This is an optimization exercise on Yosys and OpenROAD, whose aim is small area, a short achievable clock period and few clock cycles per item, not a production implementation.
No functional check of the RTL was part of any run shown here.
Power and IR drop assume default switching activity.

===== flow/design.v =====
package fxp_alu_pkg;
  localparam int OP_ADD = 0;
  localparam int OP_SUB = 1;
  localparam int OP_MUL = 2;
  localparam int OP_ACC = 3;
  localparam int OP_MAC = 4;
  localparam int OP_CLR = 5;
  localparam int OP_XOR = 6;
  localparam int OP_ARS = 7;
  localparam int OP_CLZ = 8;
  localparam int OP_MAX = 9;
  localparam int OP_MIN = 10;
  function automatic logic signed [63:0] pos_max(
    input int w
  );
    pos_max = (64'sd1 <<< (w - 1)) - 64'sd1;
  endfunction
  function automatic logic signed [63:0] neg_max(
    input int w
  );
    neg_max = -(64'sd1 <<< (w - 1));
  endfunction
  function automatic logic signed [63:0] sat_val(
    input logic signed [63:0] v,
    input int w
  );
    if (v > pos_max(w)) sat_val = pos_max(w);
    else if (v < neg_max(w)) sat_val = neg_max(w);
    else sat_val = v;
  endfunction
  function automatic logic is_sat(
    input logic signed [63:0] v,
    input int w
  );
    is_sat = (v > pos_max(w)) || (v < neg_max(w));
  endfunction
  function automatic logic signed [63:0] round_shift(
    input logic signed [63:0] v,
    input int f
  );
    round_shift = (v + (64'sd1 <<< (f - 1))) >>> f;
  endfunction
endpackage
module fxp_acc_bank #(
  parameter int DEPTH = 16,
  parameter int W     = 21
) (
  input  logic             i_clk,
  input  logic             i_rst_n,
  input  logic [DEPTH-1:0] i_rd_sel,
  output logic [W-1:0]     o_rd_data,
  input  logic             i_we,
  input  logic             i_clr,
  input  logic [DEPTH-1:0] i_wr_sel,
  input  logic [W-1:0]     i_wr_data
);
  logic [DEPTH-1:0][W-1:0] mem_q;
  logic [DEPTH-1:0]        vld_q;
  always_ff @(posedge i_clk) begin
    for (int i = 0; i < DEPTH; i++)
      if (i_we && i_wr_sel[i]) mem_q[i] <= i_wr_data;
  end
  always_ff @(posedge i_clk or negedge i_rst_n) begin
    if (!i_rst_n) begin
      vld_q <= '0;
    end else begin
      for (int i = 0; i < DEPTH; i++)
        if ((i_we || i_clr) && i_wr_sel[i]) vld_q[i] <= i_we;
    end
  end
  always_comb begin
    o_rd_data = '0;
    for (int i = 0; i < DEPTH; i++)
      o_rd_data = o_rd_data | ({W{i_rd_sel[i] & vld_q[i]}} & mem_q[i]);
  end
endmodule
module fxp_alu_pipe #(
  parameter int INST_W    = 4,
  parameter int INT_W     = 6,
  parameter int FRAC_W    = 10,
  parameter int DATA_W    = INT_W + FRAC_W,
  parameter int ACC_DEPTH = 16,
  parameter int ACC_GUARD = 5
) (
  input  logic              i_clk,
  input  logic              i_rst_n,
  input  logic              i_in_valid,
  output logic              o_in_ready,
  input  logic [INST_W-1:0] i_inst,
  input  logic [DATA_W-1:0] i_data_a,
  input  logic [DATA_W-1:0] i_data_b,
  output logic              o_out_valid,
  input  logic              i_out_ready,
  output logic [DATA_W-1:0] o_data,
  output logic              o_sat
);
  localparam int ACC_W = DATA_W + ACC_GUARD;    
  localparam int SW    = ACC_W + 1;             
  localparam int PW    = 2 * DATA_W;            
  localparam int IDX_W = $clog2(ACC_DEPTH);
  logic       rdy_q;
  logic [2:0] cnt_q, cnt_d;
  logic       acc_in, pop;
  assign o_in_ready = rdy_q;
  assign acc_in     = i_in_valid & rdy_q;
  localparam int NPP = DATA_W / 2;
  logic              in_mac, in_arith, in_p1, in_m1, is_addsub_d;
  logic [NPP-1:0]    bneg_d, bone_d, btwo_d;
  logic [DATA_W-1:0] mx_d;
  assign in_mac   = (i_inst == INST_W'(fxp_alu_pkg::OP_MAC));
  assign in_p1    = (i_inst == INST_W'(fxp_alu_pkg::OP_ADD))
                  | (i_inst == INST_W'(fxp_alu_pkg::OP_ACC));
  assign in_m1    = (i_inst == INST_W'(fxp_alu_pkg::OP_SUB));
  assign is_addsub_d = (i_inst == INST_W'(fxp_alu_pkg::OP_ADD)) | in_m1;
  assign in_arith = (i_inst <= INST_W'(fxp_alu_pkg::OP_MAC));
  assign mx_d = in_p1 ? (DATA_W'(1) << FRAC_W)
              : in_m1 ? -(DATA_W'(1) << FRAC_W) : i_data_a;
  always_comb begin
    logic b_hi, b_md, b_lo;
    for (int j = 0; j < NPP; j++) begin
      b_hi = i_data_b[2*j+1];
      b_md = i_data_b[2*j];
      b_lo = (j == 0) ? 1'b0 : i_data_b[2*j-1];
      bneg_d[j] = in_arith & b_hi & ~(b_md & b_lo);
      bone_d[j] = in_arith & (b_md ^ b_lo);
      btwo_d[j] = in_arith & ((b_hi & ~b_md & ~b_lo) | (~b_hi & b_md & b_lo));
    end
  end
  logic              r0_v;
  logic [INST_W-1:0] r0_op;
  logic [DATA_W-1:0] aux, mx;
  logic [IDX_W-1:0]  idx0;
  logic [NPP-1:0]    bneg, bone, btwo;
  logic              is_accop, is_addsub;
  always_ff @(posedge i_clk or negedge i_rst_n) begin
    if (!i_rst_n) r0_v <= 1'b0;
    else          r0_v <= acc_in;
  end
  always_ff @(posedge i_clk) begin
    r0_op     <= i_inst;
    aux       <= (is_addsub_d) ? i_data_a : i_data_b;
    idx0      <= in_mac ? i_data_b[IDX_W-1:0] : i_data_a[IDX_W-1:0];
    bneg      <= bneg_d;
    bone      <= bone_d;
    btwo      <= btwo_d;
    mx        <= mx_d;
    is_accop  <= (i_inst == INST_W'(fxp_alu_pkg::OP_ACC)) | in_mac
               | (i_inst == INST_W'(fxp_alu_pkg::OP_CLR));
    is_addsub <= is_addsub_d;
  end
  logic is_mul, is_acc, is_mac, is_clr;
  assign is_mul = (r0_op == INST_W'(fxp_alu_pkg::OP_MUL));
  assign is_acc = (r0_op == INST_W'(fxp_alu_pkg::OP_ACC));
  assign is_mac = (r0_op == INST_W'(fxp_alu_pkg::OP_MAC));
  assign is_clr = (r0_op == INST_W'(fxp_alu_pkg::OP_CLR));
  logic [NPP-1:0][DATA_W:0] pp;
  logic [PW-1:0]            ps, pc;
  always_comb begin
    logic [DATA_W:0] mag, p;
    for (int j = 0; j < NPP; j++) begin
      mag  = ({(DATA_W+1){bone[j]}} & {mx[DATA_W-1], mx})
           | ({(DATA_W+1){btwo[j]}} & {mx, 1'b0});
      p     = mag ^ {(DATA_W+1){bneg[j]}};
      pp[j] = {~p[DATA_W], p[DATA_W-1:0]};
    end
  end
  fxp_booth_tree u_tree (
    .pp  (pp),
    .neg (bneg),
    .o_s (ps),
    .o_c (pc)
  );
  localparam int LB = 6;
  logic [LB:0] lo_sum;
  assign lo_sum = {1'b0, ps[LB-1:0]} + {1'b0, pc[LB-1:0]};
  logic [DATA_W-1:0] misc;
  logic [4:0]        clz;
  logic              a_gt_b;
  always_comb begin
    clz = 5'(DATA_W);
    for (int i = 0; i < DATA_W; i++)
      if (mx[i]) clz = 5'(DATA_W - 1 - i);
    a_gt_b = $signed(mx) > $signed(aux);
    case (r0_op)
      INST_W'(fxp_alu_pkg::OP_XOR): misc = mx ^ aux;
      INST_W'(fxp_alu_pkg::OP_ARS): misc = DATA_W'($signed(mx) >>> aux[3:0]);
      INST_W'(fxp_alu_pkg::OP_CLZ): misc = DATA_W'(clz);
      INST_W'(fxp_alu_pkg::OP_MAX): misc = a_gt_b ? mx : aux;
      INST_W'(fxp_alu_pkg::OP_MIN): misc = a_gt_b ? aux : mx;
      default:                      misc = '0;
    endcase
  end
  logic [ACC_W-1:0] bank_rd, fwd, accv;
  logic [SW-1:0]    opnd_d;
  logic             hit;
  logic              r1_v, r1_wr, r1_clr, r1_m21, r1_m22;
  logic [IDX_W-1:0]  r1_idx;
  logic [PW-1:LB]    r1_s, r1_c;
  logic              r1_clb;
  logic [SW-1:0]     r1_opnd;
  logic [SW-1:0]     sum;
  assign hit  = r1_v & (r1_wr | r1_clr) & (r1_idx == idx0);
  assign fwd  = r1_clr ? '0 : sum[ACC_W-1:0];
  assign accv = hit ? fwd : bank_rd;
  always_comb begin
    if (is_accop)           opnd_d = SW'($signed(accv));
    else if (is_addsub)     opnd_d = SW'($signed(aux));
    else                    opnd_d = SW'(misc);
  end
  always_ff @(posedge i_clk or negedge i_rst_n) begin
    if (!i_rst_n) r1_v <= 1'b0;
    else          r1_v <= r0_v;
  end
  always_ff @(posedge i_clk) begin
    r1_wr   <= is_acc | is_mac;
    r1_clr  <= is_clr;
    r1_m21  <= is_accop;
    r1_m22  <= is_addsub | is_mul;
    r1_idx  <= idx0;
    r1_s    <= ps[PW-1:LB];
    r1_c    <= pc[PW-1:LB];
    r1_clb  <= lo_sum[LB];
    r1_opnd <= opnd_d;
  end
  localparam int HW = PW - LB;    
  logic [HW-1:0] x, ts, tc, sum_full;
  assign x         = {r1_opnd, (FRAC_W-LB)'(0)};
  assign ts        = x ^ r1_s ^ r1_c;
  assign tc        = {((x[HW-2:0] & r1_s[PW-2:LB]) | (x[HW-2:0] & r1_c[PW-2:LB])
                     | (r1_s[PW-2:LB] & r1_c[PW-2:LB])), r1_clb};
  assign sum_full  = ts + tc;
  assign sum       = sum_full[HW-1:FRAC_W-LB];
  fxp_acc_bank #(
    .DEPTH (ACC_DEPTH),
    .W     (ACC_W)
  ) u_bank (
    .i_clk     (i_clk),
    .i_rst_n   (i_rst_n),
    .i_rd_sel  (ACC_DEPTH'(1) << idx0),
    .o_rd_data (bank_rd),
    .i_we      (r1_v & r1_wr),
    .i_clr     (r1_v & r1_clr),
    .i_wr_sel  (ACC_DEPTH'(1) << r1_idx),
    .i_wr_data (sum[ACC_W-1:0])
  );
  logic          r2_v, r2_m21, r2_m22;
  logic [SW-1:0] r2_sum;
  always_ff @(posedge i_clk or negedge i_rst_n) begin
    if (!i_rst_n) r2_v <= 1'b0;
    else          r2_v <= r1_v;
  end
  always_ff @(posedge i_clk) begin
    r2_m21 <= r1_m21;
    r2_m22 <= r1_m22;
    r2_sum <= sum;
  end
  logic              eq6, sat, sgn;
  logic [DATA_W-1:0] rdata;
  assign eq6   = (r2_sum[ACC_W-1:DATA_W-1] == {(ACC_W-DATA_W+1){r2_sum[ACC_W-1]}});
  assign sat   = (r2_m21 & ~eq6) | (r2_m22 & (~eq6 | (r2_sum[SW-1] ^ r2_sum[ACC_W-1])));
  assign sgn   = r2_m21 ? r2_sum[ACC_W-1] : r2_sum[SW-1];
  assign rdata = sat ? {sgn, {(DATA_W-1){~sgn}}} : r2_sum[DATA_W-1:0];
  localparam int QW = DATA_W + 1;
  localparam int NB = 4;
  logic               hv_q;
  logic [QW-1:0]      head_q;
  logic [NB-1:0][QW-1:0] buf_q;
  logic [NB-1:0]      wp_q, rp_q;      
  logic [2:0]         nb_q;
  logic [QW-1:0]      res, buf_rd;
  logic               head_free, buf_any;
  assign res       = {sat, rdata};
  assign pop       = hv_q & i_out_ready;
  assign head_free = ~hv_q | pop;
  assign buf_any   = (nb_q != 3'd0);
  always_comb begin
    buf_rd = '0;
    for (int i = 0; i < NB; i++)
      buf_rd = buf_rd | ({QW{rp_q[i]}} & buf_q[i]);
  end
  logic buf_push, buf_pop;
  assign buf_pop  = head_free & buf_any;
  assign buf_push = r2_v & ~(head_free & ~buf_any);
  always_ff @(posedge i_clk or negedge i_rst_n) begin
    if (!i_rst_n) begin
      hv_q <= 1'b0;
      wp_q <= NB'(1);
      rp_q <= NB'(1);
      nb_q <= 3'd0;
    end else begin
      if (head_free) hv_q <= r2_v | buf_any;
      if (buf_push) wp_q <= {wp_q[NB-2:0], wp_q[NB-1]};
      if (buf_pop)  rp_q <= {rp_q[NB-2:0], rp_q[NB-1]};
      nb_q <= nb_q + 3'(buf_push) - 3'(buf_pop);
    end
  end
  always_ff @(posedge i_clk) begin
    if (head_free) head_q <= buf_any ? buf_rd : res;
    for (int i = 0; i < NB; i++)
      if (r2_v && wp_q[i]) buf_q[i] <= res;
  end
  assign o_out_valid = hv_q;
  assign o_data      = head_q[DATA_W-1:0];
  assign o_sat       = head_q[DATA_W];
  assign cnt_d = cnt_q + 3'(acc_in) - 3'(pop);
  always_ff @(posedge i_clk or negedge i_rst_n) begin
    if (!i_rst_n) cnt_q <= 3'd0;
    else          cnt_q <= cnt_d;
  end
  always_ff @(posedge i_clk) rdy_q <= (cnt_d < 3'd5);
endmodule
module fxp_booth_tree (
  input  logic [7:0][16:0] pp,
  input  logic [7:0]  neg,
  output logic [31:0] o_s,
  output logic [31:0] o_c
);
  logic c2, c4, c6, c8, c10, c12, c14, c16, c18, c20, c22, c24;
  logic c26, c28, c30, c32, c34, c36, c38, c40, c42, c44, c46, c48;
  logic c50, c52, c54, c56, c58, c60, c62, c64, c66, c68, c70, c72;
  logic c74, c76, c78, c80, c82, c84, c86, c88, c90, c92, c94, c96;
  logic c98, c100, c102, c104, c106, c108, c110, c112, c114, c116, c118, c120;
  logic c122, c124, c126, c128, c130, c132, c134, c136, c138, c140, c142, c144;
  logic c146, c148, c150, c152, c154, c156, c158, c160, c162, c164, c166, c168;
  logic c170, c172, c174, c176, c178, c180, c182, c184, c186, c188, c190, c192;
  logic c194, c196, c198, c200, c202, c204, c206, c208, c210, c212, c214, c216;
  logic c218, c220, c222, c224, s1, s3, s5, s7, s9, s11, s13, s15;
  logic s17, s19, s21, s23, s25, s27, s29, s31, s33, s35, s37, s39;
  logic s41, s43, s45, s47, s49, s51, s53, s55, s57, s59, s61, s63;
  logic s65, s67, s69, s71, s73, s75, s77, s79, s81, s83, s85, s87;
  logic s89, s91, s93, s95, s97, s99, s101, s103, s105, s107, s109, s111;
  logic s113, s115, s117, s119, s121, s123, s125, s127, s129, s131, s133, s135;
  logic s137, s139, s141, s143, s145, s147, s149, s151, s153, s155, s157, s159;
  logic s161, s163, s165, s167, s169, s171, s173, s175, s177, s179, s181, s183;
  logic s185, s187, s189, s191, s193, s195, s197, s199, s201, s203, s205, s207;
  logic s209, s211, s213, s215, s217, s219, s221, s223;
  assign s1 = pp[0][10] ^ pp[1][8];
  assign c2 = pp[0][10] & pp[1][8];
  assign s3 = pp[0][11] ^ pp[1][9];
  assign c4 = pp[0][11] & pp[1][9];
  assign s5 = pp[0][12] ^ pp[1][10] ^ pp[2][8];
  assign c6 = (pp[0][12] & pp[1][10]) | (pp[0][12] & pp[2][8]) | (pp[1][10] & pp[2][8]);
  assign s7 = pp[3][6] ^ pp[4][4];
  assign c8 = pp[3][6] & pp[4][4];
  assign s9 = pp[0][13] ^ pp[1][11] ^ pp[2][9];
  assign c10 = (pp[0][13] & pp[1][11]) | (pp[0][13] & pp[2][9]) | (pp[1][11] & pp[2][9]);
  assign s11 = pp[3][7] ^ pp[4][5];
  assign c12 = pp[3][7] & pp[4][5];
  assign s13 = pp[0][14] ^ pp[1][12] ^ pp[2][10];
  assign c14 = (pp[0][14] & pp[1][12]) | (pp[0][14] & pp[2][10]) | (pp[1][12] & pp[2][10]);
  assign s15 = pp[3][8] ^ pp[4][6] ^ pp[5][4];
  assign c16 = (pp[3][8] & pp[4][6]) | (pp[3][8] & pp[5][4]) | (pp[4][6] & pp[5][4]);
  assign s17 = pp[6][2] ^ pp[7][0];
  assign c18 = pp[6][2] & pp[7][0];
  assign s19 = pp[0][15] ^ pp[1][13] ^ pp[2][11];
  assign c20 = (pp[0][15] & pp[1][13]) | (pp[0][15] & pp[2][11]) | (pp[1][13] & pp[2][11]);
  assign s21 = pp[3][9] ^ pp[4][7] ^ pp[5][5];
  assign c22 = (pp[3][9] & pp[4][7]) | (pp[3][9] & pp[5][5]) | (pp[4][7] & pp[5][5]);
  assign s23 = pp[6][3] ^ pp[7][1];
  assign c24 = pp[6][3] & pp[7][1];
  assign s25 = pp[0][16] ^ pp[1][14] ^ pp[2][12];
  assign c26 = (pp[0][16] & pp[1][14]) | (pp[0][16] & pp[2][12]) | (pp[1][14] & pp[2][12]);
  assign s27 = pp[3][10] ^ pp[4][8] ^ pp[5][6];
  assign c28 = (pp[3][10] & pp[4][8]) | (pp[3][10] & pp[5][6]) | (pp[4][8] & pp[5][6]);
  assign s29 = pp[6][4] ^ pp[7][2] ^ 1'b1;
  assign c30 = (pp[6][4] & pp[7][2]) | (pp[6][4] & 1'b1) | (pp[7][2] & 1'b1);
  assign s31 = pp[1][15] ^ pp[2][13] ^ pp[3][11];
  assign c32 = (pp[1][15] & pp[2][13]) | (pp[1][15] & pp[3][11]) | (pp[2][13] & pp[3][11]);
  assign s33 = pp[4][9] ^ pp[5][7] ^ pp[6][5];
  assign c34 = (pp[4][9] & pp[5][7]) | (pp[4][9] & pp[6][5]) | (pp[5][7] & pp[6][5]);
  assign s35 = pp[7][3] ^ 1'b1;
  assign c36 = pp[7][3] & 1'b1;
  assign s37 = pp[1][16] ^ pp[2][14] ^ pp[3][12];
  assign c38 = (pp[1][16] & pp[2][14]) | (pp[1][16] & pp[3][12]) | (pp[2][14] & pp[3][12]);
  assign s39 = pp[4][10] ^ pp[5][8] ^ pp[6][6];
  assign c40 = (pp[4][10] & pp[5][8]) | (pp[4][10] & pp[6][6]) | (pp[5][8] & pp[6][6]);
  assign s41 = pp[2][15] ^ pp[3][13] ^ pp[4][11];
  assign c42 = (pp[2][15] & pp[3][13]) | (pp[2][15] & pp[4][11]) | (pp[3][13] & pp[4][11]);
  assign s43 = pp[5][9] ^ pp[6][7];
  assign c44 = pp[5][9] & pp[6][7];
  assign s45 = pp[2][16] ^ pp[3][14] ^ pp[4][12];
  assign c46 = (pp[2][16] & pp[3][14]) | (pp[2][16] & pp[4][12]) | (pp[3][14] & pp[4][12]);
  assign s47 = pp[3][15] ^ pp[4][13];
  assign c48 = pp[3][15] & pp[4][13];
  assign s49 = pp[0][6] ^ pp[1][4];
  assign c50 = pp[0][6] & pp[1][4];
  assign s51 = pp[0][7] ^ pp[1][5];
  assign c52 = pp[0][7] & pp[1][5];
  assign s53 = pp[0][8] ^ pp[1][6] ^ pp[2][4];
  assign c54 = (pp[0][8] & pp[1][6]) | (pp[0][8] & pp[2][4]) | (pp[1][6] & pp[2][4]);
  assign s55 = pp[3][2] ^ pp[4][0];
  assign c56 = pp[3][2] & pp[4][0];
  assign s57 = pp[0][9] ^ pp[1][7] ^ pp[2][5];
  assign c58 = (pp[0][9] & pp[1][7]) | (pp[0][9] & pp[2][5]) | (pp[1][7] & pp[2][5]);
  assign s59 = pp[3][3] ^ pp[4][1] ^ 1'b1;
  assign c60 = (pp[3][3] & pp[4][1]) | (pp[3][3] & 1'b1) | (pp[4][1] & 1'b1);
  assign s61 = pp[2][6] ^ pp[3][4] ^ pp[4][2];
  assign c62 = (pp[2][6] & pp[3][4]) | (pp[2][6] & pp[4][2]) | (pp[3][4] & pp[4][2]);
  assign s63 = pp[5][0] ^ neg[5] ^ s1;
  assign c64 = (pp[5][0] & neg[5]) | (pp[5][0] & s1) | (neg[5] & s1);
  assign s65 = pp[2][7] ^ pp[3][5] ^ pp[4][3];
  assign c66 = (pp[2][7] & pp[3][5]) | (pp[2][7] & pp[4][3]) | (pp[3][5] & pp[4][3]);
  assign s67 = pp[5][1] ^ c2 ^ s3;
  assign c68 = (pp[5][1] & c2) | (pp[5][1] & s3) | (c2 & s3);
  assign s69 = pp[5][2] ^ pp[6][0] ^ neg[6];
  assign c70 = (pp[5][2] & pp[6][0]) | (pp[5][2] & neg[6]) | (pp[6][0] & neg[6]);
  assign s71 = c4 ^ s5 ^ s7;
  assign c72 = (c4 & s5) | (c4 & s7) | (s5 & s7);
  assign s73 = pp[5][3] ^ pp[6][1] ^ c6;
  assign c74 = (pp[5][3] & pp[6][1]) | (pp[5][3] & c6) | (pp[6][1] & c6);
  assign s75 = c8 ^ s9 ^ s11;
  assign c76 = (c8 & s9) | (c8 & s11) | (s9 & s11);
  assign s77 = neg[7] ^ c10 ^ c12;
  assign c78 = (neg[7] & c10) | (neg[7] & c12) | (c10 & c12);
  assign s79 = s13 ^ s15 ^ s17;
  assign c80 = (s13 & s15) | (s13 & s17) | (s15 & s17);
  assign s81 = c14 ^ c16 ^ c18;
  assign c82 = (c14 & c16) | (c14 & c18) | (c16 & c18);
  assign s83 = s19 ^ s21 ^ s23;
  assign c84 = (s19 & s21) | (s19 & s23) | (s21 & s23);
  assign s85 = c20 ^ c22 ^ c24;
  assign c86 = (c20 & c22) | (c20 & c24) | (c22 & c24);
  assign s87 = s25 ^ s27 ^ s29;
  assign c88 = (s25 & s27) | (s25 & s29) | (s27 & s29);
  assign s89 = c26 ^ c28 ^ c30;
  assign c90 = (c26 & c28) | (c26 & c30) | (c28 & c30);
  assign s91 = s31 ^ s33 ^ s35;
  assign c92 = (s31 & s33) | (s31 & s35) | (s33 & s35);
  assign s93 = pp[7][4] ^ c32 ^ c34;
  assign c94 = (pp[7][4] & c32) | (pp[7][4] & c34) | (c32 & c34);
  assign s95 = c36 ^ s37 ^ s39;
  assign c96 = (c36 & s37) | (c36 & s39) | (s37 & s39);
  assign s97 = pp[7][5] ^ 1'b1 ^ c38;
  assign c98 = (pp[7][5] & 1'b1) | (pp[7][5] & c38) | (1'b1 & c38);
  assign s99 = c40 ^ s41 ^ s43;
  assign c100 = (c40 & s41) | (c40 & s43) | (s41 & s43);
  assign s101 = pp[5][10] ^ pp[6][8] ^ pp[7][6];
  assign c102 = (pp[5][10] & pp[6][8]) | (pp[5][10] & pp[7][6]) | (pp[6][8] & pp[7][6]);
  assign s103 = c42 ^ c44 ^ s45;
  assign c104 = (c42 & c44) | (c42 & s45) | (c44 & s45);
  assign s105 = pp[5][11] ^ pp[6][9] ^ pp[7][7];
  assign c106 = (pp[5][11] & pp[6][9]) | (pp[5][11] & pp[7][7]) | (pp[6][9] & pp[7][7]);
  assign s107 = 1'b1 ^ c46 ^ s47;
  assign c108 = (1'b1 & c46) | (1'b1 & s47) | (c46 & s47);
  assign s109 = pp[3][16] ^ pp[4][14] ^ pp[5][12];
  assign c110 = (pp[3][16] & pp[4][14]) | (pp[3][16] & pp[5][12]) | (pp[4][14] & pp[5][12]);
  assign s111 = pp[6][10] ^ pp[7][8] ^ c48;
  assign c112 = (pp[6][10] & pp[7][8]) | (pp[6][10] & c48) | (pp[7][8] & c48);
  assign s113 = pp[4][15] ^ pp[5][13] ^ pp[6][11];
  assign c114 = (pp[4][15] & pp[5][13]) | (pp[4][15] & pp[6][11]) | (pp[5][13] & pp[6][11]);
  assign s115 = pp[7][9] ^ 1'b1;
  assign c116 = pp[7][9] & 1'b1;
  assign s117 = pp[4][16] ^ pp[5][14] ^ pp[6][12];
  assign c118 = (pp[4][16] & pp[5][14]) | (pp[4][16] & pp[6][12]) | (pp[5][14] & pp[6][12]);
  assign s119 = pp[5][15] ^ pp[6][13];
  assign c120 = pp[5][15] & pp[6][13];
  assign s121 = pp[0][4] ^ pp[1][2];
  assign c122 = pp[0][4] & pp[1][2];
  assign s123 = pp[0][5] ^ pp[1][3];
  assign c124 = pp[0][5] & pp[1][3];
  assign s125 = pp[2][2] ^ pp[3][0] ^ neg[3];
  assign c126 = (pp[2][2] & pp[3][0]) | (pp[2][2] & neg[3]) | (pp[3][0] & neg[3]);
  assign s127 = pp[2][3] ^ pp[3][1] ^ c50;
  assign c128 = (pp[2][3] & pp[3][1]) | (pp[2][3] & c50) | (pp[3][1] & c50);
  assign s129 = neg[4] ^ c52 ^ s53;
  assign c130 = (neg[4] & c52) | (neg[4] & s53) | (c52 & s53);
  assign s131 = c54 ^ c56 ^ s57;
  assign c132 = (c54 & c56) | (c54 & s57) | (c56 & s57);
  assign s133 = c58 ^ c60 ^ s61;
  assign c134 = (c58 & c60) | (c58 & s61) | (c60 & s61);
  assign s135 = c62 ^ c64 ^ s65;
  assign c136 = (c62 & c64) | (c62 & s65) | (c64 & s65);
  assign s137 = c66 ^ c68 ^ s69;
  assign c138 = (c66 & c68) | (c66 & s69) | (c68 & s69);
  assign s139 = c70 ^ c72 ^ s73;
  assign c140 = (c70 & c72) | (c70 & s73) | (c72 & s73);
  assign s141 = c74 ^ c76 ^ s77;
  assign c142 = (c74 & c76) | (c74 & s77) | (c76 & s77);
  assign s143 = c78 ^ c80 ^ s81;
  assign c144 = (c78 & c80) | (c78 & s81) | (c80 & s81);
  assign s145 = c82 ^ c84 ^ s85;
  assign c146 = (c82 & c84) | (c82 & s85) | (c84 & s85);
  assign s147 = c86 ^ c88 ^ s89;
  assign c148 = (c86 & c88) | (c86 & s89) | (c88 & s89);
  assign s149 = c90 ^ c92 ^ s93;
  assign c150 = (c90 & c92) | (c90 & s93) | (c92 & s93);
  assign s151 = c94 ^ c96 ^ s97;
  assign c152 = (c94 & c96) | (c94 & s97) | (c96 & s97);
  assign s153 = c98 ^ c100 ^ s101;
  assign c154 = (c98 & c100) | (c98 & s101) | (c100 & s101);
  assign s155 = c102 ^ c104 ^ s105;
  assign c156 = (c102 & c104) | (c102 & s105) | (c104 & s105);
  assign s157 = c106 ^ c108 ^ s109;
  assign c158 = (c106 & c108) | (c106 & s109) | (c108 & s109);
  assign s159 = c110 ^ c112 ^ s113;
  assign c160 = (c110 & c112) | (c110 & s113) | (c112 & s113);
  assign s161 = pp[7][10] ^ c114 ^ c116;
  assign c162 = (pp[7][10] & c114) | (pp[7][10] & c116) | (c114 & c116);
  assign s163 = pp[7][11] ^ 1'b1 ^ c118;
  assign c164 = (pp[7][11] & 1'b1) | (pp[7][11] & c118) | (1'b1 & c118);
  assign s165 = pp[5][16] ^ pp[6][14] ^ pp[7][12];
  assign c166 = (pp[5][16] & pp[6][14]) | (pp[5][16] & pp[7][12]) | (pp[6][14] & pp[7][12]);
  assign s167 = pp[6][15] ^ pp[7][13];
  assign c168 = pp[6][15] & pp[7][13];
  assign s169 = pp[0][2] ^ pp[1][0];
  assign c170 = pp[0][2] & pp[1][0];
  assign s171 = pp[0][3] ^ pp[1][1];
  assign c172 = pp[0][3] & pp[1][1];
  assign s173 = pp[2][0] ^ neg[2] ^ s121;
  assign c174 = (pp[2][0] & neg[2]) | (pp[2][0] & s121) | (neg[2] & s121);
  assign s175 = pp[2][1] ^ c122 ^ s123;
  assign c176 = (pp[2][1] & c122) | (pp[2][1] & s123) | (c122 & s123);
  assign s177 = s49 ^ c124 ^ s125;
  assign c178 = (s49 & c124) | (s49 & s125) | (c124 & s125);
  assign s179 = s51 ^ c126 ^ s127;
  assign c180 = (s51 & c126) | (s51 & s127) | (c126 & s127);
  assign s181 = s55 ^ c128 ^ s129;
  assign c182 = (s55 & c128) | (s55 & s129) | (c128 & s129);
  assign s183 = s59 ^ c130 ^ s131;
  assign c184 = (s59 & c130) | (s59 & s131) | (c130 & s131);
  assign s185 = s63 ^ c132 ^ s133;
  assign c186 = (s63 & c132) | (s63 & s133) | (c132 & s133);
  assign s187 = s67 ^ c134 ^ s135;
  assign c188 = (s67 & c134) | (s67 & s135) | (c134 & s135);
  assign s189 = s71 ^ c136 ^ s137;
  assign c190 = (s71 & c136) | (s71 & s137) | (c136 & s137);
  assign s191 = s75 ^ c138 ^ s139;
  assign c192 = (s75 & c138) | (s75 & s139) | (c138 & s139);
  assign s193 = s79 ^ c140 ^ s141;
  assign c194 = (s79 & c140) | (s79 & s141) | (c140 & s141);
  assign s195 = s83 ^ c142 ^ s143;
  assign c196 = (s83 & c142) | (s83 & s143) | (c142 & s143);
  assign s197 = s87 ^ c144 ^ s145;
  assign c198 = (s87 & c144) | (s87 & s145) | (c144 & s145);
  assign s199 = s91 ^ c146 ^ s147;
  assign c200 = (s91 & c146) | (s91 & s147) | (c146 & s147);
  assign s201 = s95 ^ c148 ^ s149;
  assign c202 = (s95 & c148) | (s95 & s149) | (c148 & s149);
  assign s203 = s99 ^ c150 ^ s151;
  assign c204 = (s99 & c150) | (s99 & s151) | (c150 & s151);
  assign s205 = s103 ^ c152 ^ s153;
  assign c206 = (s103 & c152) | (s103 & s153) | (c152 & s153);
  assign s207 = s107 ^ c154 ^ s155;
  assign c208 = (s107 & c154) | (s107 & s155) | (c154 & s155);
  assign s209 = s111 ^ c156 ^ s157;
  assign c210 = (s111 & c156) | (s111 & s157) | (c156 & s157);
  assign s211 = s115 ^ c158 ^ s159;
  assign c212 = (s115 & c158) | (s115 & s159) | (c158 & s159);
  assign s213 = s117 ^ c160 ^ s161;
  assign c214 = (s117 & c160) | (s117 & s161) | (c160 & s161);
  assign s215 = s119 ^ c162 ^ s163;
  assign c216 = (s119 & c162) | (s119 & s163) | (c162 & s163);
  assign s217 = c120 ^ c164 ^ s165;
  assign c218 = (c120 & c164) | (c120 & s165) | (c164 & s165);
  assign s219 = 1'b1 ^ c166 ^ s167;
  assign c220 = (1'b1 & c166) | (1'b1 & s167) | (c166 & s167);
  assign s221 = pp[6][16] ^ pp[7][14] ^ c168;
  assign c222 = (pp[6][16] & pp[7][14]) | (pp[6][16] & c168) | (pp[7][14] & c168);
  assign s223 = pp[7][15] ^ 1'b1;
  assign c224 = pp[7][15] & 1'b1;
  assign o_s[0] = pp[0][0];
  assign o_c[0] = neg[0];
  assign o_s[1] = pp[0][1];
  assign o_c[1] = 1'b0;
  assign o_s[2] = neg[1];
  assign o_c[2] = s169;
  assign o_s[3] = c170;
  assign o_c[3] = s171;
  assign o_s[4] = c172;
  assign o_c[4] = s173;
  assign o_s[5] = c174;
  assign o_c[5] = s175;
  assign o_s[6] = c176;
  assign o_c[6] = s177;
  assign o_s[7] = c178;
  assign o_c[7] = s179;
  assign o_s[8] = c180;
  assign o_c[8] = s181;
  assign o_s[9] = c182;
  assign o_c[9] = s183;
  assign o_s[10] = c184;
  assign o_c[10] = s185;
  assign o_s[11] = c186;
  assign o_c[11] = s187;
  assign o_s[12] = c188;
  assign o_c[12] = s189;
  assign o_s[13] = c190;
  assign o_c[13] = s191;
  assign o_s[14] = c192;
  assign o_c[14] = s193;
  assign o_s[15] = c194;
  assign o_c[15] = s195;
  assign o_s[16] = c196;
  assign o_c[16] = s197;
  assign o_s[17] = c198;
  assign o_c[17] = s199;
  assign o_s[18] = c200;
  assign o_c[18] = s201;
  assign o_s[19] = c202;
  assign o_c[19] = s203;
  assign o_s[20] = c204;
  assign o_c[20] = s205;
  assign o_s[21] = c206;
  assign o_c[21] = s207;
  assign o_s[22] = c208;
  assign o_c[22] = s209;
  assign o_s[23] = c210;
  assign o_c[23] = s211;
  assign o_s[24] = c212;
  assign o_c[24] = s213;
  assign o_s[25] = c214;
  assign o_c[25] = s215;
  assign o_s[26] = c216;
  assign o_c[26] = s217;
  assign o_s[27] = c218;
  assign o_c[27] = s219;
  assign o_s[28] = c220;
  assign o_c[28] = s221;
  assign o_s[29] = c222;
  assign o_c[29] = s223;
  assign o_s[30] = pp[7][16];
  assign o_c[30] = c224;
  assign o_s[31] = 1'b1;
  assign o_c[31] = 1'b0;
endmodule

===== flow/flow/run.sh =====
#!/bin/bash
# Standard ORFS layout (the standard.sh, unchanged synthesis), with the
# timing repair asked to leave setup slack for a shorter period than the
# 11 ns clock the constraints keep, and plain buffers on the ports.
set -euo pipefail
MARGIN=$(cat flow/margin.txt)
bash standard.sh SETUP_SLACK_MARGIN=$MARGIN \
  "BUFFER_PORTS_ARGS=-buffer_cell sky130_fd_sc_hd__buf_2" finish > flow_make.log 2>&1

===== flow/flow/margin.txt =====
7.7

===== flow/standard.sh =====
#!/bin/bash
# synth_recipe.tcl (not shown) runs the flow's synth.tcl, then flattens the netlist and writes it again
# the make line also repeats each setting of config.mk as NAME=value (left out here)
make -C /OpenROAD-flow-scripts/flow DESIGN_CONFIG=/design/flow/config.mk WORK_HOME=/design/flow/orfs CLKGATE_MAP_FILE= SYNTH_SCRIPT=/design/flow/synth_recipe.tcl "${@:-finish}"

===== flow/config.mk =====
export PLATFORM = sky130hd
export DESIGN_NAME = fxp_alu_pipe
export DESIGN_NICKNAME = fxp_alu_pipe
export VERILOG_FILES = /design/flow/design.v
export SDC_FILE = /design/flow/constraint.sdc
export NUM_CORES = 4
export LEC_CHECK = 0
export CAP_MARGIN = 20
export CORE_MARGIN = 2
export CORE_UTILIZATION = 55
export CTS_BUF_LIST = sky130_fd_sc_hd__clkbuf_8 sky130_fd_sc_hd__clkbuf_16
export CTS_CLUSTER_DIAMETER = 100
export CTS_CLUSTER_SIZE = 25
export SLEW_MARGIN = 20

===== flow/constraint.sdc =====
create_clock -name core_clock -period 11.0 [get_ports {i_clk}]
set_input_delay 2.2000 -clock core_clock [delete_from_list [all_inputs] [get_ports {i_clk}]]
set_output_delay 2.2000 -clock core_clock [all_outputs]
set_load 0.01 [all_outputs]

==> metrics list, run 1 <==
* Status: complete, no violations
- Power spread over the standard cell area amounts to about 260 mW/mm^2.
- The largest individual stage delay along the critical path comes from the cell sky130_fd_sc_hd__dfrtp_1.
- RSZ-0062 raised after global routing: yes
- Headroom to the max-slew limit came out at approximately 25%.
- The worst hold path begins at r1_m21.
- Iteration-0 DRC count of the detailed router: approximately 1900
- Synth cell types: between 70 and 80
- The count of final hold-check violations was 0.
- Fillcell total: between 4000 and 5000
- For this configuration, the core starts out at a cell density of between 50% and 60%.
- Critical path arrival: 1.18 ns
- In the final layout, the share of cells above drive strength 1 is 16.15%.
- Basic-gate share of the synthesized area counting and, or, nand and nor cells: around 6.6%
* Share of cell area taken by muxes after synthesis: 2.684%
- TritonCTS built the clock tree.
* H-tree depth: 1
* Post-layout worst setup margin: between 7 and 8 ns
- Category of the worst setup path capture point: primary output
- Clock Tree Root: sky130_fd_sc_hd__clkbuf_16
- Registers take around 0.017 sq mm.
- Worst slack at placement: about 7 ns
- Routed via count: about 20000
* Hold slack: between 0.3 and 0.4 ns
* Total length of routed wires: roughly 84000 microns
- CP startpoint: hv_q
- Walking the worst path, the cells encountered are buf_2.
* Area share of fa/ha/maj cells after synthesis: a little over a tenth
- Sequential elements use between 50% and 60% of the synthesized area.
- Clock-pin slew was measured on the worst setup and hold paths at about 0.1 ns.
- GPL Wtd Cong: 0.9106
- Highest fanout seen on the critical path: 2
- Clock skew on the completed layout was measured at ~0.033 ns.
- Worst-skew pair later-pin latency: between 0.6 and 0.7 ns
* EDFF count, synth: about 420
- In this run the count of I/O pins placed on the die edge is 59.
* Dominant register cell in the synthesized netlist: sky130_fd_sc_hd__edfxtp_1
- Input and output buffers added on the ports amount to 58.
- 0 antenna diodes ended up in the layout.
- Derived from the worst setup path, the maximum achievable clock frequency is ~0.3 GHz.
- Utilization after layout: 61.31%
- Row cnt: 85
- Of the available clock period, the critical path in the final layout requires between 30 and 40%.
- After synthesis, the share of flip-flops with an asynchronous set or reset is between 5 and 6%.
* Core region area: 0.05350 sq mm
* TritonCTS Buffers: 30
* Largest net degree at the start of global routing: 36
- Final nets: 2600
- Of the total synthesized cell area, the portion taken by XOR and XNOR cells is under 10%.
- The kind of cell with the highest combined delay along the critical path is flip-flops.
- Once detail routing completed, the nets flagged for antenna violations numbered 0.
* Die outline height: about 240 microns
* Area grow syn2layout: 10.79%
- For this run, design rule violations remaining after detail routing come to 0.
* Synthesized flop and latch total: between 600 and 700
- The initial antenna violation count is 5.
* Hold Crit Class: reg2reg
* First-pass GRT wire length: 125000 microns
- The tree built by TritonCTS fans out to around 630 sinks.
- The critical path is of the reg2out type.
* Total global routing overflow: 0
- The first detailed-routing pass ran for 5 iterations.
- Setup violations remaining at the end of the flow were counted as 0.
- Routed wire per std cell: 27.10 microns
- Summed over all nets, the half-perimeter wirelength after detailed placement is around 52000 microns.
- Area occupied by multi-input gates: 0.01227 sq mm
* CTS Buffer Depth: 3
- Setup TNS after final layout: 0 ns
* Syn nets: 2552
- After synthesis, the mean cell area works out to 12.73 sq um.
- Measured along the x axis, the die boundary spans 236 microns.
- Data required time of the worst path: slightly below 9 ns
- Launch point of the worst reg-to-reg path: idx0[2]
- Transition time at the pin with the least slew margin: 1.122 ns
- Via density per instance: between 6 and 7
* Standby leakage power: 12.13 nW
* Number of global-route vias before repair: about 20000
- Compound-gate portion of the synthesized area: between 10% and 20%
- Global routing used 29.99% of the available tracks across all layers.
- Critical Path Start Type: flop
- Number of cells produced by synthesis: between 2000 and 2500
- The clock period could shrink to around 3.4 ns.
* Worst path max stage delay: slightly below 0.4 ns
- The tool flagged a number of max-cap violations equal to 0.
- Overall power after layout: between 0.008 and 0.009 W
* Number of pins with negative max-slew slack in the final report: 0
- Main combinational cell family by area after synthesis: compound AO/OA/AOI/OAI gates
* Buffering stage count on the worst path with inverters included: 1
- Synth warn: 2
- The cell area that synthesis handed to floorplanning was 0.02960 sq mm.
- The floorplan step defined a die boundary enclosing between 0.05 and 0.06 sq mm.
- VDD sags by at most ~0.15 mV.
## flip-flops by register name (all words and copies together) (netlist names), 8 cells and up
name,cells
r1_opnd,21
bone,8
bneg,8
r2_sum,22
buf_q,68
aux,16
r1_s,25
r1_c,25
u_bank.vld_q,16
mx,16
head_q,17
btwo,8
u_bank.mem_q,336
## logic make-up after synthesis
logic type,after synthesis
XOR/XNOR,162
AO/OA/AOI/OAI,599
adder cells (fa/ha/maj),187
AND/OR/NAND/NOR,401
buffers and inverters,290
flip-flops,626
multiplexers,60
## path summary, 6_finish.rpt
| check | end | slack (ns) | depth (start not counted) |
|---|---|---|---|
| setup / recovery | o_out_valid | 7.62 | 1 |
| hold / removal | r2_m21 | 0.34 | 0 |
| setup reg to reg | r1_opnd[8] | 7.64 | 9 |
| hold reg to reg | r2_m21 | 0.34 | 0 |
| max in group asynchronous | u_bank.vld_q[10] | 8.83 | 1 |
| min in group asynchronous | hv_q | 1.65 | 1 |
## synth_stat cells (20+ instances only)
cell,number,area share (%)
sky130_fd_sc_hd__dfxtp_1,171,12
sky130_fd_sc_hd__nand2_1,139,1.8
sky130_fd_sc_hd__xnor2_1,104,3.1
sky130_fd_sc_hd__a21o_1,20,0.51
sky130_fd_sc_hd__a21oi_1,53,0.90
sky130_fd_sc_hd__dfrtp_1,32,2.7
sky130_fd_sc_hd__mux2_2,35,1.3
sky130_fd_sc_hd__edfxtp_1,421,43
sky130_fd_sc_hd__buf_1,26,0.33
sky130_fd_sc_hd__xor2_1,58,1.7
sky130_fd_sc_hd__nor4_1,22,0.46
sky130_fd_sc_hd__o21ai_0,87,1.5
sky130_fd_sc_hd__ha_1,82,3.5
sky130_fd_sc_hd__nor2_1,83,1.1
sky130_fd_sc_hd__inv_1,140,1.8
sky130_fd_sc_hd__fa_1,105,7.1
sky130_fd_sc_hd__nor2b_1,30,0.63
sky130_fd_sc_hd__nand3_1,31,0.52
sky130_fd_sc_hd__a22oi_1,312,7.9
sky130_fd_sc_hd__clkbuf_1,118,1.5
## power by group
part | internal [W] | leakage (nW) | total, W | switching (W)
clock network | 0.000514 | 0.518 | 0.00127 | 0.000754
logic | 0.00135 | 5.91 | 0.00350 | 0.00215
registers | 0.00359 | 5.71 | 0.00374 | 0.000144
total | 0.00546 | 12.1 | 0.00851 | 0.00305
## placed cells by master (no fill, tap or decap), types with 8 or more instances in the layout
cell type	n
sky130_fd_sc_hd__nor3_1	9
sky130_fd_sc_hd__buf_2	57
sky130_fd_sc_hd__and3_1	12
sky130_fd_sc_hd__nor2b_1	29
sky130_fd_sc_hd__fa_1	103
sky130_fd_sc_hd__o21ai_0	85
sky130_fd_sc_hd__and2_1	17
sky130_fd_sc_hd__dfrtp_1	32
sky130_fd_sc_hd__nor2_1	65
sky130_fd_sc_hd__ha_4	9
sky130_fd_sc_hd__ha_1	71
sky130_fd_sc_hd__mux2_2	35
sky130_fd_sc_hd__mux4_2	12
sky130_fd_sc_hd__clkbuf_16	30
sky130_fd_sc_hd__xor2_1	51
sky130_fd_sc_hd__a22oi_1	311
sky130_fd_sc_hd__nor4_1	20
sky130_fd_sc_hd__inv_1	157
sky130_fd_sc_hd__edfxtp_1	421
sky130_fd_sc_hd__dfxtp_2	21
sky130_fd_sc_hd__xnor2_1	97
sky130_fd_sc_hd__buf_4	82
sky130_fd_sc_hd__buf_6	12
sky130_fd_sc_hd__dfxtp_1	144
sky130_fd_sc_hd__a21o_1	20
sky130_fd_sc_hd__nand3_1	31
sky130_fd_sc_hd__o211ai_1	15
sky130_fd_sc_hd__a21oi_1	50
sky130_fd_sc_hd__buf_12	8
sky130_fd_sc_hd__nor2_2	18
sky130_fd_sc_hd__o21a_1	16
sky130_fd_sc_hd__mux2i_1	11
sky130_fd_sc_hd__nand2_1	138
## area by class of cell
type,instances,area share (%)
Timing Repair Buffer,160,3.693
Sequential cell,626,51.73
Clock inverter,26,0.4921
Timing Repair inverter,2,0.06104
Tap cell,696,2.655
Clock buffer,30,2.289
Inverter,142,1.679
Multi-Input combinational cell,1411,37.40
## metrics by stage
step	cells	cell area [sq um]
after CTS	3080	32450
after floorplan	2325	29700
after detailed placement	2993	30870
after global placement	2992	30820
final	3093	32800
after global routing	3093	32800
## timing repair
item	4_1_cts	5_1_grt
pin swaps	25	11
setup endpoints to repair	280	200
buffers inserted	29	11
cloned	2	2
resized for setup	73	50
hold buffers	0	0
## layer usage
layer	share of wire, %	vias up	GRT usage (%)
met1	41	9912	40.79
met5	0.027	-	0
met4	2.6	4	8.338
met2	49	825	50.93
li1	-	8657	-
met3	7.1	132	3.885
==> run 2, diff against run 1 <==
--- a/flow/config.mk
+++ b/flow/config.mk
@@ -11,4 +11,5 @@
 export CTS_BUF_LIST = sky130_fd_sc_hd__clkbuf_8 sky130_fd_sc_hd__clkbuf_16
 export CTS_CLUSTER_DIAMETER = 100
 export CTS_CLUSTER_SIZE = 25
+export PLACE_DENSITY = 0.75
 export SLEW_MARGIN = 20
==> run 2 against run 1 <==
Compared with the run above:
- via count up 2.5%
- global-route usage down 1.1 points
- still clean on timing, DRC and antenna
- register-to-register slack about the same
- total power down 2.9%
==> metrics list, run 2 <==
- Netlist area before placement: 0.02960 sq mm (unchanged)
- Critical path arrival: 1.18 ns (about the same)
- Combinational Power Share: 39.9% (-1.3 points)
- Fraction of layout instances using a drive strength above 1: 15.49% (-0.65 points)
- The clock latency on the worst-skew pair came to 0.63 ns (about the same).
- Dpl hpwl: 52460 microns (+0.68%)
* Total routing resource utilization after global routing: 28.91% (-1.1 points)
- Traced cell by cell, the critical path runs through buf_2.
* H-tree depth: 1 (unchanged)
* Routed via count: 20020 (+2.5%)
- The tightest hold margin came to 0.3687 ns (+0.03011 ns).
- The count of pins over their slew limit is 0 (unchanged).
- The final-report setup violation count came to 0 (unchanged).
- Core region area: 0.05350 sq mm (unchanged)
- The async set or reset register ratio after synthesis is 5.431% (unchanged).
- CTS Buffer Depth: 3 (unchanged)
- CP startpoint: head_q[12]
- For hold timing, the worst endpoint is r2_m22.
* Worst-case headroom to the max-slew limit: 9.627% (-15 points)
* Overall power after layout: 0.008263 W (-2.9%)
- The count of TritonRoute iterations in the first routing pass came to 7 (+2).
- Most frequent cells after synthesis: 421 x sky130_fd_sc_hd__edfxtp_1, 312 x sky130_fd_sc_hd__a22oi_1, 171 x sky130_fd_sc_hd__dfxtp_1
- Largest net degree at the start of global routing: 36 (unchanged)
- Cell types occupying the most area after synthesis: sky130_fd_sc_hd__edfxtp_1 43%, sky130_fd_sc_hd__dfxtp_1 12%, sky130_fd_sc_hd__a22oi_1 7.9%, sky130_fd_sc_hd__fa_1 7.1%, sky130_fd_sc_hd__ha_1 3.5%
* Internal power component: 0.005372 W (-1.6%)
- The proportion of power drawn by the clock network came to 14.8% (about the same).
* Critical Path Start Type: flop
- Total global routing overflow: 0 (unchanged)
* Max FFs per register: 336 (unchanged)
- Synth warn: 2 (unchanged)
* Max-cap violations: 0 (unchanged)
- The library cell used most frequently in the layout, excluding fill and tap cells, is sky130_fd_sc_hd__edfxtp_1.
- TritonCTS built the clock tree.
* Number of antenna violations at the first check in global routing: 2 (-3)
* Total power density per cell area: 252.8 mW/mm^2 (-2.5%)
* Maximum clock skew at final layout: 0.03120 ns (-0.001596 ns)
* Register area share after synthesis: 57.15% (unchanged)
* Worst voltage drop across the vdd grid: 0.2031 mV (+34%)
* Area grow syn2layout: 10.42%
- In this run the worst hold path is classified as reg2reg.
* Detail Route Antenna Nets: 0 (unchanged)
- The critical path required time is 8.80 ns (about the same).
* Via density per instance: 6.477 (+2.6%)
- The starting DRC count in detailed routing was 2659 (+38%).
- The run finished with no timing, DRC or antenna violations.
* Slack of the worst reg-to-reg path: 7.63 ns (about the same)
- Fillcell total: 4072 (-3.0%)
- The worst hold path begins at r1_m22.
- The effective utilization at floorplan was 55.34% (unchanged).
- RSZ-0062 raised after global routing: yes
- Final hold violation count: 0 (unchanged)
- The maximum clock frequency was 0.2960 GHz (about the same).
* Die outline height: 236 microns (unchanged)
- The final sum of negative setup slack was 0 ns (unchanged).
- The share of the clock period used by the worst path is 30.71% (about the same).
- The utilization of the core after routing is 61.10% (-0.21 points).
- TritonCTS Buffers: 29 (-3.3%)
- Worst slack at placement: 6.932 ns (-0.1026 ns)
* Worst R2R Path Depth: 11 (+2)
- Total length of routed wires: 81080 microns (-3.3%)
- The top-area cell type share of the netlist area is 42.70% (unchanged).
* Row cnt: 85 (unchanged)
- Category of the worst setup path capture point: primary output
* Critical-path cell with the highest stage delay: sky130_fd_sc_hd__edfxtp_1
- The critical path in this run is classified as reg2out.
- The static leakage was 12.10 nW (-0.29%).
- The largest registers in the layout are u_bank.mem_q: 336 flops, buf_q: 68 flops.
* Average footprint of a synthesized cell: 12.73 sq um (unchanged)
* Part of the power in registers: 45.3% (+1.4 points)
* Synth cell types: 79 (unchanged)
- The wire length of the first global-routing pass was 122000 microns (-2.4%).
* Quantity of I/O buffers inserted on ports: 58 (unchanged)
* GPL Wtd Cong: 0.9529 (+4.6%)
* EDFF count, synth: 421 (unchanged)
- Count of hold-fix buffers inserted at cts: 0 (unchanged)
- Post-layout worst setup margin: 7.621 ns (-0.002890 ns)
- Worst path max stage delay: 0.39 ns (about the same)
* Largest delay share family, worst path: flip-flops
- The I/O pin count was 59 (unchanged).
- Horiz. Die Dim: 236 microns (unchanged)
- The number of antenna cells inserted came to 0 (unchanged).
* Number of global-route vias before repair: 19920 (+1.7%)
- Total die area: 0.05570 sq mm (unchanged)
- The largest total area in the synthesized netlist belongs to sky130_fd_sc_hd__edfxtp_1.
- The final net count came to 2600 (unchanged).
- By instance count, the leading cell after synthesis is sky130_fd_sc_hd__edfxtp_1.
* DR DRC count: 0 (unchanged)
* Proportion of total power due to net switching: 34.99% (-0.85 points)
* Syn nets: 2552 (unchanged)
- Synthesized flop and latch total: 626 (unchanged)
* Top reg by flops: u_bank.mem_q
- Routed wire per std cell: 26.23 microns (-3.2%)
* Most used cells in the layout excluding fill and tap cells: 421 x sky130_fd_sc_hd__edfxtp_1, 312 x sky130_fd_sc_hd__a22oi_1, 155 x sky130_fd_sc_hd__inv_1
- Highest fanout seen on the critical path: 1 (-1)
* Number of cells produced by synthesis: 2325 (unchanged)
- The clock period minus worst slack came to 3.379 ns (+0.002890 ns).
* Hold Path Cell Cnt: 0 (unchanged)
- The total clock sinks is 626 (unchanged).
- The worst-margin pin slew came to 1.318 ns (+0.1955 ns).
- In this run the critical register-to-register path is launched from r1_opnd[3].
* Buffering stage count on the worst path with inverters included: 1 (unchanged)
* Clk pin slew, worst setup/hold paths: 0.10 ns (about the same)
- Dominant register cell in the synthesized netlist: sky130_fd_sc_hd__edfxtp_1
- Clock Tree Root: sky130_fd_sc_hd__clkbuf_16
- Net switching power: 0.002891 W (-5.2%)
- The endpoint identified for the worst register-to-register timing path is u_bank.mem_q[188].
-- run 2: cell counts after synthesis --
No cell type changed its count.
-- run 2: power groups by stage --
stage / combinational [W] / sequential [W] / clock [W]
6_report: 0.00330 / 0.00375 / 0.00122
4_1_cts: 0.00280 / 0.00375 / 0.00124
2_1_floorplan: 0.00157 / 0.00375 / 0
5_1_grt: 0.00354 / 0.00377 / 0.00131
3_3_place_gp: 0.00236 / 0.00380 / 0
3_5_place_dp: 0.00245 / 0.00381 / 0
-- run 2: cell families (layout without fill, tap and decap cells) --
family          count (synthesis)  in the layout  synth area share, %
compound gates                599            599                14.48
xor+xnor                      162            162                4.793
fa+ha+maj                     187            187                10.57
buf+inv                       290            358                3.694
flops                         626            626                57.15
mux                            60             60                2.684
simple gates                  401            403                6.627
-- run 2: worst max path at each step --
| stage | end | slack (ns) | cells past startpoint |
|---|---|---|---|
| 5_1_grt | r1_opnd[12] | 7.55 | 13 |
| 6_report | o_data[12] | 7.62 | 1 |
| 3_5_place_dp | u_bank.mem_q[82] | 6.93 | 9 |
| 2_1_floorplan | nb_q[2] | 7.35 | 9 |
| 3_3_place_gp | u_bank.mem_q[334] | 7.08 | 9 |
| 4_1_cts | u_bank.mem_q[124] | 7.49 | 8 |
-- run 2: cell type report --
cell class,count,area (sq um),share of cell area (%)
inverters,142,551.8,1.688
multi-input cells,1411,12240,37.43
well taps,696,870.8,2.664
flip-flops and latches,626,16960,51.89
repair buffers,163,1196,3.659
clock inverters,24,147.6,0.4517
clock buffers,29,725.7,2.220
-- run 2: per-layer routing --
layer | wire (microns) | GRT usage [%]
met5 | 71 | 0.6926
met4 | 2496 | 8.396
met3 | 8828 | 5.173
met2 | 38340 | 46.40
met1 | 31340 | 40.60
-- run 2: metrics by stage --
step	std cells	area, sq um
floorplan	2325	29700
global placement	2996	30830
detailed placement	2997	30840
CTS	3073	32200
global route	3091	32690
finish	3091	32690
-- run 2: what timing repair did --
action | in CTS | in global routing
buffers inserted | 21 | 17
setup endpoints to repair | 244 | 207
cloned | 2 | 0
pin swaps | 24 | 12
gates resized for setup | 66 | 53
==> run 3, diff against run 2 <==
==> flow/flow/margin.txt (replaced) <==
7.65
--- a/flow/config.mk
+++ b/flow/config.mk
@@ -11,5 +11,4 @@
 export CTS_BUF_LIST = sky130_fd_sc_hd__clkbuf_8 sky130_fd_sc_hd__clkbuf_16
 export CTS_CLUSTER_DIAMETER = 100
 export CTS_CLUSTER_SIZE = 25
-export PLACE_DENSITY = 0.75
 export SLEW_MARGIN = 20
==> run 3 against run 2 <==
Compared with the run above:
- count of clock-buffer cells in the layout stayed put
- design area about the same
- utilization grew 0.051 points
- critical path type is now reg2reg
==> metrics list, run 3 <==
* Number of antenna violations at the first check in global routing: 0 (-2)
* Overall power after layout: 0.008336 W (+0.88%)
* TritonCTS clock tree: done
- In the post-synthesis netlist, the biggest area contributors are sky130_fd_sc_hd__edfxtp_1 43%, sky130_fd_sc_hd__dfxtp_1 12%, sky130_fd_sc_hd__a22oi_1 7.9%, sky130_fd_sc_hd__fa_1 7.1%, sky130_fd_sc_hd__ha_1 3.5%.
* Synth cell types: 79 (unchanged)
* Met3 wirelength from detailed routing: 6134 microns (-31%)
- The minimum setup slack in the final design came to 7.546 ns (-0.07497 ns).
- The flip-flop count of the largest register, all copies and words added was 336 (unchanged).
- Number of global-route vias before repair: 19330 (-2.9%)
* Period utilization: 31.40% (+0.68 points)
- The overall via count from detail_route came to 19390 (-3.1%).
- Dpl hpwl: 52570 microns (+0.20%)
- The y dimension of the die came to 236 microns (unchanged).
* Highest fanout seen on the critical path: 8 (+7)
* Worst R2R Path Depth: 11 (unchanged)
- Dominant register cell in the synthesized netlist: sky130_fd_sc_hd__edfxtp_1
- Final number of setup-violating endpoints: 0 (unchanged)
- Via density per instance: 6.264 (-3.3%)
* Total length of routed wires: 84220 microns (+3.9%)
- Category of the worst setup path capture point: flop
- Diodes inserted: 0 (unchanged)
* Setup TNS after final layout: 0 ns (unchanged)
- Basic-gate share of the synthesized area counting and, or, nand and nor cells: 6.627% (unchanged)
- The run finished with no timing, DRC or antenna violations.
* Dominant cell by count in the synthesized netlist: sky130_fd_sc_hd__edfxtp_1
- Among all stages on the critical path, the largest delay is contributed by sky130_fd_sc_hd__fa_1.
- Portion of synthesized cell area occupied by the leading cell type: 42.70% (unchanged)
* Area grow syn2layout: 10.51% (about the same)
- Most common cell after layout, fill and taps aside: sky130_fd_sc_hd__edfxtp_1
- The post-synthesis instance area is 0.02960 sq mm (unchanged).
- Synth warn: 2 (unchanged)
* Xor/xnor cell area share of the yosys netlist: 4.793% (unchanged)
* Main combinational cell family by area after synthesis: compound AO/OA/AOI/OAI gates
- Row cnt: 85 (unchanged)
* Highest metal layer with signal wires: met4
- The global route total overflow was 0 (unchanged).
- GPL Wtd Cong: 0.9473 (-0.59%)
* Worst voltage drop across the vdd grid: 0.1660 mV (-18%)
- The clock period minus worst slack was 3.454 ns (+0.07497 ns).
- The effective utilization at floorplan is 55.34% (unchanged).
- Library cell with the largest summed area after synthesis: sky130_fd_sc_hd__edfxtp_1
* First-pass GRT wire length: 124700 microns (+2.3%)
- Type of the worst setup path: reg2reg
- Worst slack at placement: 6.909 ns (-0.02281 ns)
- Fmax achieved: 0.2896 GHz (-2.2%)
- The post-synthesis register bit count came to 626 (unchanged).
- Number of standard cells in the layout, taps in and fillers out: 3096 (+0.16%)
* Max-cap violations: 0 (unchanged)
- Routed wire per std cell: 27.20 microns (+3.7%)
* RSZ-0062 raised after global routing: yes
* Metal1 wirelength: 34860 microns (+11%)
* Area share of fa/ha/maj cells after synthesis: 10.57% (unchanged)
- Hold Crit Class: reg2reg
* H-tree depth: 1 (unchanged)
- The sequential area share after synthesis is 57.15% (unchanged).
* Critical Path Start Type: flop
- Total die area: 0.05570 sq mm (unchanged)
- Number of cells produced by synthesis: 2325 (unchanged)
- Final nets: 2605 (+0.19%)
* EDFF count, synth: 421 (unchanged)
- Count of hold-fix buffers inserted at cts: 0 (unchanged)
* Total power density per cell area: 254.8 mW/mm^2 (+0.80%)
- The global-route usage over all layers is 29.96% (+1.0 points).
- The total core area is 0.05350 sq mm (unchanged).
- Number of pins with negative max-slew slack in the final report: 0 (unchanged)
- The starting DRC count in detailed routing is 2160 (-19%).
- The static leakage is 12.11 nW (+0.11%).
* Number of primary I/O pins: 59 (unchanged)
- The largest net degree at the start of global routing is 36 (unchanged).
- Cell Count Post-Placement: 2999 (+0.067%)
- Fraction of layout instances using a drive strength above 1: 15.92% (+0.43 points)
* TritonCTS Buffers: 29 (unchanged)
* Data required time of the worst path: 11.34 ns (+2.54 ns)
- The worst stage delay on the critical path was 0.57 ns (+0.18 ns).
* Syn nets: 2552 (unchanged)
- The number of cells on the worst hold path was 0 (unchanged).
- The relative max-transition margin is 27.69% (+18 points).
- The number of fill cells came to 4234 (+4.0%).
* Transition time at the pin with the least slew margin: 1.085 ns (-0.2333 ns)
* Cells along the critical path: fa_1 -> ha_4 -> and4_4 -> a221o_1 -> a211oi_4 -> o211ai_4 -> a41o_4 -> a21oi_4 -> mux2i_4 -> buf_12 -> nand2_8
- Registers with the highest flip-flop counts: u_bank.mem_q: 336 flops, buf_q: 68 flops
- Average footprint of a synthesized cell: 12.73 sq um (unchanged)
- Most frequent cells after synthesis: 421 x sky130_fd_sc_hd__edfxtp_1, 312 x sky130_fd_sc_hd__a22oi_1, 171 x sky130_fd_sc_hd__dfxtp_1
- Share of cell area taken by muxes after synthesis: 2.684% (unchanged)
- Worst-skew pair later-pin latency: 0.64 ns (about the same)
* Horiz. Die Dim: 236 microns (unchanged)
- Maximum clock skew at final layout: 0.02324 ns (-0.007963 ns)
* Final hold violation count: 0 (unchanged)
- The count of port buffers added during placement was 58 (unchanged).
* Async set or reset register ratio after synthesis: 5.431% (unchanged)
* Count of clock tree sinks: 626 (unchanged)
- The arrival time at the worst endpoint is 3.79 ns (+2.61 ns).
* Detailed Routing Iterations Pass 1: 5 (-2)
- The number of nets still failing antenna checks after routing is 0 (unchanged).
- Clock Tree Root: sky130_fd_sc_hd__clkbuf_16
- DR DRC count: 0 (unchanged)
- The complex-gate fraction of the synthesized area was 14.48% (unchanged).
- Routed length on met2: 40530 microns (+5.7%)
- Counting flops per register, the top entry is u_bank.mem_q.
* Clk pin slew, worst setup/hold paths: 0.10 ns (about the same)
- Most used cells in the layout excluding fill and tap cells: 421 x sky130_fd_sc_hd__edfxtp_1, 312 x sky130_fd_sc_hd__a22oi_1, 157 x sky130_fd_sc_hd__inv_1
* CTS Buffer Depth: 3 (unchanged)
-- run 3: where the power goes --
group,switching [W],internal [W],total [W]
logic,0.00210,0.00127,0.00337
clock network,0.000734,0.000491,0.00122
registers,0.000142,0.00360,0.00374
-- run 3: logic make-up (layout without fill, tap and decap cells) --
kind of cell,Yosys count,count (layout)
adders and majority gates,187,187
muxes,60,60
xor gates and xnor gates,162,162
DFF,626,626
AOI/OAI and AO/OA,599,599
buffers and inverters,290,363
and+or+nand+nor,401,403
-- run 3: cell type report --
class                           count  area (sq um)  share of cell area [%]
Clock buffer                       29         725.7                   2.218
Clock inverter                     24         123.9                  0.3786
Inverter                          142         548.0                   1.675
Multi-Input combinational cell   1411         12260                   37.49
Sequential cell                   626         16960                   51.85
Tap cell                          696         870.8                   2.662
Timing Repair Buffer              168          1221                   3.733
-- run 3: final timing paths --
kind / slack [ns] / end / from
hold / removal: 0.33 / r2_m22 / r1_m22
hold reg to reg: 0.33 / r2_m22 / r1_m22
min in group asynchronous: 1.65 / rp_q[2] / i_rst_n
setup / recovery: 7.55 / u_bank.mem_q[188] / r1_opnd[3]
setup reg to reg: 7.55 / u_bank.mem_q[188] / r1_opnd[3]
max in group asynchronous: 8.83 / u_bank.vld_q[13] / i_rst_n
-- run 3: per-stage QoR --
stage | instance area [sq um] | util [%] | hold WS (ns)
after global routing | 32720 | 61.16 | 0.3412
after detailed placement | 30880 | 57.73 | 0.3121
after CTS | 32360 | 60.48 | 0.3382
after global placement | 30870 | 57.70 | 0.3115
final | 32720 | 61.16 | 0.3302
after floorplan | 29680 | - | 0.3096
-- run 3: timing repair --
action                     CTS  global route
setup endpoints to repair  294           232
cloned                       2             1
setup buffers               28            13
pin swaps                   20            10
resized for setup           72            56
-- run 3: layer usage --
layer  track usage (%)  vias up
li1                  -     8659
met1             41.75     9758
met2             50.29      827
met3             3.452      150
met4             8.010        0
met5                 0        -
-- run 3: worst max-delay path, delay by kind of cell (launching register included) --
kind | cells | cell delay [ns]
compound gates | 5 | 1.32
fa+ha+maj | 2 | 0.78
flops | 1 | 0.33
simple gates | 2 | 0.28
mux | 1 | 0.27
buf+inv | 1 | 0.17
==> run 4, diff against run 3 <==
==> flow/flow/margin.txt (replaced) <==
7.7
--- a/flow/config.mk
+++ b/flow/config.mk
@@ -7,8 +7,9 @@
 export LEC_CHECK = 0
 export CAP_MARGIN = 20
 export CORE_MARGIN = 2
-export CORE_UTILIZATION = 55
+export CORE_UTILIZATION = 60
 export CTS_BUF_LIST = sky130_fd_sc_hd__clkbuf_8 sky130_fd_sc_hd__clkbuf_16
 export CTS_CLUSTER_DIAMETER = 100
 export CTS_CLUSTER_SIZE = 25
+export PLACE_DENSITY = 0.7
 export SLEW_MARGIN = 20
==> run 4 against run 3 <==
Compared with the run above:
- critical path depth fell by 10
- sequential power barely moved
- maximum frequency rose by 1.0%
- worst hold slack improved by 0.00074 ns
- synthesized cell count did not move
- register-to-register slack improved by 0.04 ns
- sequential share of layout area barely moved
- design area rose by 0.10%
- synthesized area did not move
==> metrics list, run 4 <==
- Status: complete, no violations
- The logic depth of the worst path, buffers included came to 1 (-10).
- The final-report setup violation count is 0 (unchanged).
- The total clock sinks came to 626 (unchanged).
- RSZ-0062 raised after global routing: yes
- Iteration-0 DRC count of the detailed router: 2527 (+17%)
- Async set or reset register ratio after synthesis: 5.431% (unchanged)
- Critical-path cell with the highest stage delay: sky130_fd_sc_hd__edfxtp_1
* Number of global-route vias before repair: 18950 (-2.0%)
* Largest delay share family, worst path: flip-flops
- The endpoint identified for the worst register-to-register timing path is u_bank.mem_q[41].
- Largest net degree at the start of global routing: 36 (unchanged)
- Core region area: 0.04885 sq mm (-8.7%)
* Synthesized flop and latch total: 626 (unchanged)
* TritonCTS Buffers: 29 (unchanged)
* Data required time of the worst path: 8.80 ns (-2.54 ns)
- Total length of routed wires: 81700 microns (-3.0%)
- Net switching power: 0.003094 W (+4.1%)
- Hold Path Cell Cnt: 0 (unchanged)
* GPL Wtd Cong: 0.9575 (+1.1%)
- Final nets: 2601 (-0.15%)
- Standby leakage power: 12.11 nW (about the same)
* Worst-case hold path end point: r2_m21
## run 4: cell counts after synthesis
No cell type changed its count.
## run 4: power groups by stage
stage	clock [W]	combinational (W)	sequential, W
finish	0.00124	0.00365	0.00375
floorplan	0	0.00157	0.00375
detailed placement	0	0.00260	0.00381
CTS	0.00124	0.00333	0.00375
global route	0.00132	0.00388	0.00377
global placement	0	0.00247	0.00381
## run 4: area by class of cell
type / count / area [sq um]
Multi-Input combinational cell: 1412 / 12230
Tap cell: 664 / 830.8
Clock inverter: 25 / 142.6
Sequential cell: 626 / 16990
Inverter: 142 / 551.8
Antenna cell: 2 / 5.005
Fill cell: 3557 / 16100
Timing Repair Buffer: 161 / 1254
Timing Repair inverter: 2 / 16.27
Clock buffer: 29 / 725.7
## run 4: metrics by stage
step / instance area (sq um) / power [W] / hold WS (ns) / instances
6_report: 32750 / 0.008642 / 0.3309 / 3063
5_1_grt: 32740 / 0.008976 / 0.3378 / 3061
4_1_cts: 32460 / 0.008326 / 0.3278 / 3053
3_5_place_dp: 30780 / 0.006409 / 0.3136 / 2959
3_3_place_gp: 30760 / 0.006282 / 0.3157 / 2959
2_1_floorplan: 29700 / 0.005325 / 0.3096 / 2325
## run 4: worst max path at each step
stage / to / slack (ns)
final: o_data[7] / 7.58
after global routing: u_bank.mem_q[209] / 7.51
after CTS: u_bank.mem_q[41] / 7.53
after detailed placement: u_bank.mem_q[187] / 6.91
after global placement: u_bank.mem_q[124] / 7.07
after floorplan: nb_q[2] / 7.35
## run 4: timing repair
item | CTS | global route
cloned | 6 | 1
endpoints found under the setup margin | 248 | 239
pin swaps | 26 | 14
gates resized for setup | 93 | 47
buffers inserted | 34 | 7
## run 4: metal layers
metal	share of wire [%]	GRT usage, %	wire length (microns)	vias to the layer above
li1	-	-	-	8665
met1	41	47.15	33300	10070
met2	47	50.59	38160	1085
met3	9.8	4.528	7985	136
met4	2.7	8.213	2244	0
met5	0	0	0	-
## run 4: cell families (layout without fill, tap and decap cells)
group | Yosys count | after routing | synth area share, %
flip-flops | 626 | 626 | 57.15
AO/OA/AOI/OAI | 599 | 599 | 14.48
AND/OR/NAND/NOR | 401 | 403 | 6.627
buffers and inverters | 290 | 359 | 3.694
adder cells (fa/ha/maj) | 187 | 187 | 10.57
XOR/XNOR | 162 | 163 | 4.793
multiplexers | 60 | 60 | 2.684
other | 0 | 2 | 0
## run 4: worst reg2reg max path, cell delays in order (launching register included)
cell	delay [ns]
sky130_fd_sc_hd__dfxtp_1	0.36
sky130_fd_sc_hd__fa_1	0.60
sky130_fd_sc_hd__ha_4	0.25
sky130_fd_sc_hd__o21ai_0	0.27
sky130_fd_sc_hd__o21bai_1	0.13
sky130_fd_sc_hd__o211ai_1	0.35
sky130_fd_sc_hd__o211ai_4	0.20
sky130_fd_sc_hd__a41o_4	0.28
sky130_fd_sc_hd__a21oi_4	0.17
sky130_fd_sc_hd__mux2i_4	0.27
sky130_fd_sc_hd__buf_12	0.16
sky130_fd_sc_hd__nand2_8	0.08

==> separate check: timing with driven ports <==
Ports are ideal in the flow. The routed layouts listed here were re-timed in OpenROAD. Step 1, drivers: a clkbuf_16 drives i_clk and a buf_2 each remaining input, both assumed. Step 2 times the ports against the registers' clock, not the clock port: input delays grow and output delays shrink by t, the midpoint of the rising clock arrivals with the driver on. Three values: ideal, step 1, step 2; two values: the first two.
run | t, ns | slack for setup (ns)
run 1 | 0.687 | 7.624 / 7.565 / 7.154
run 2 | 0.671 | 7.621 / 7.561 / 7.126
run 3 | 0.684 | 7.546 / 7.546 / 7.179
run 4 | 0.689 | 7.582 / 7.517 / 7.128
After both steps setup and hold are still met in every run listed.
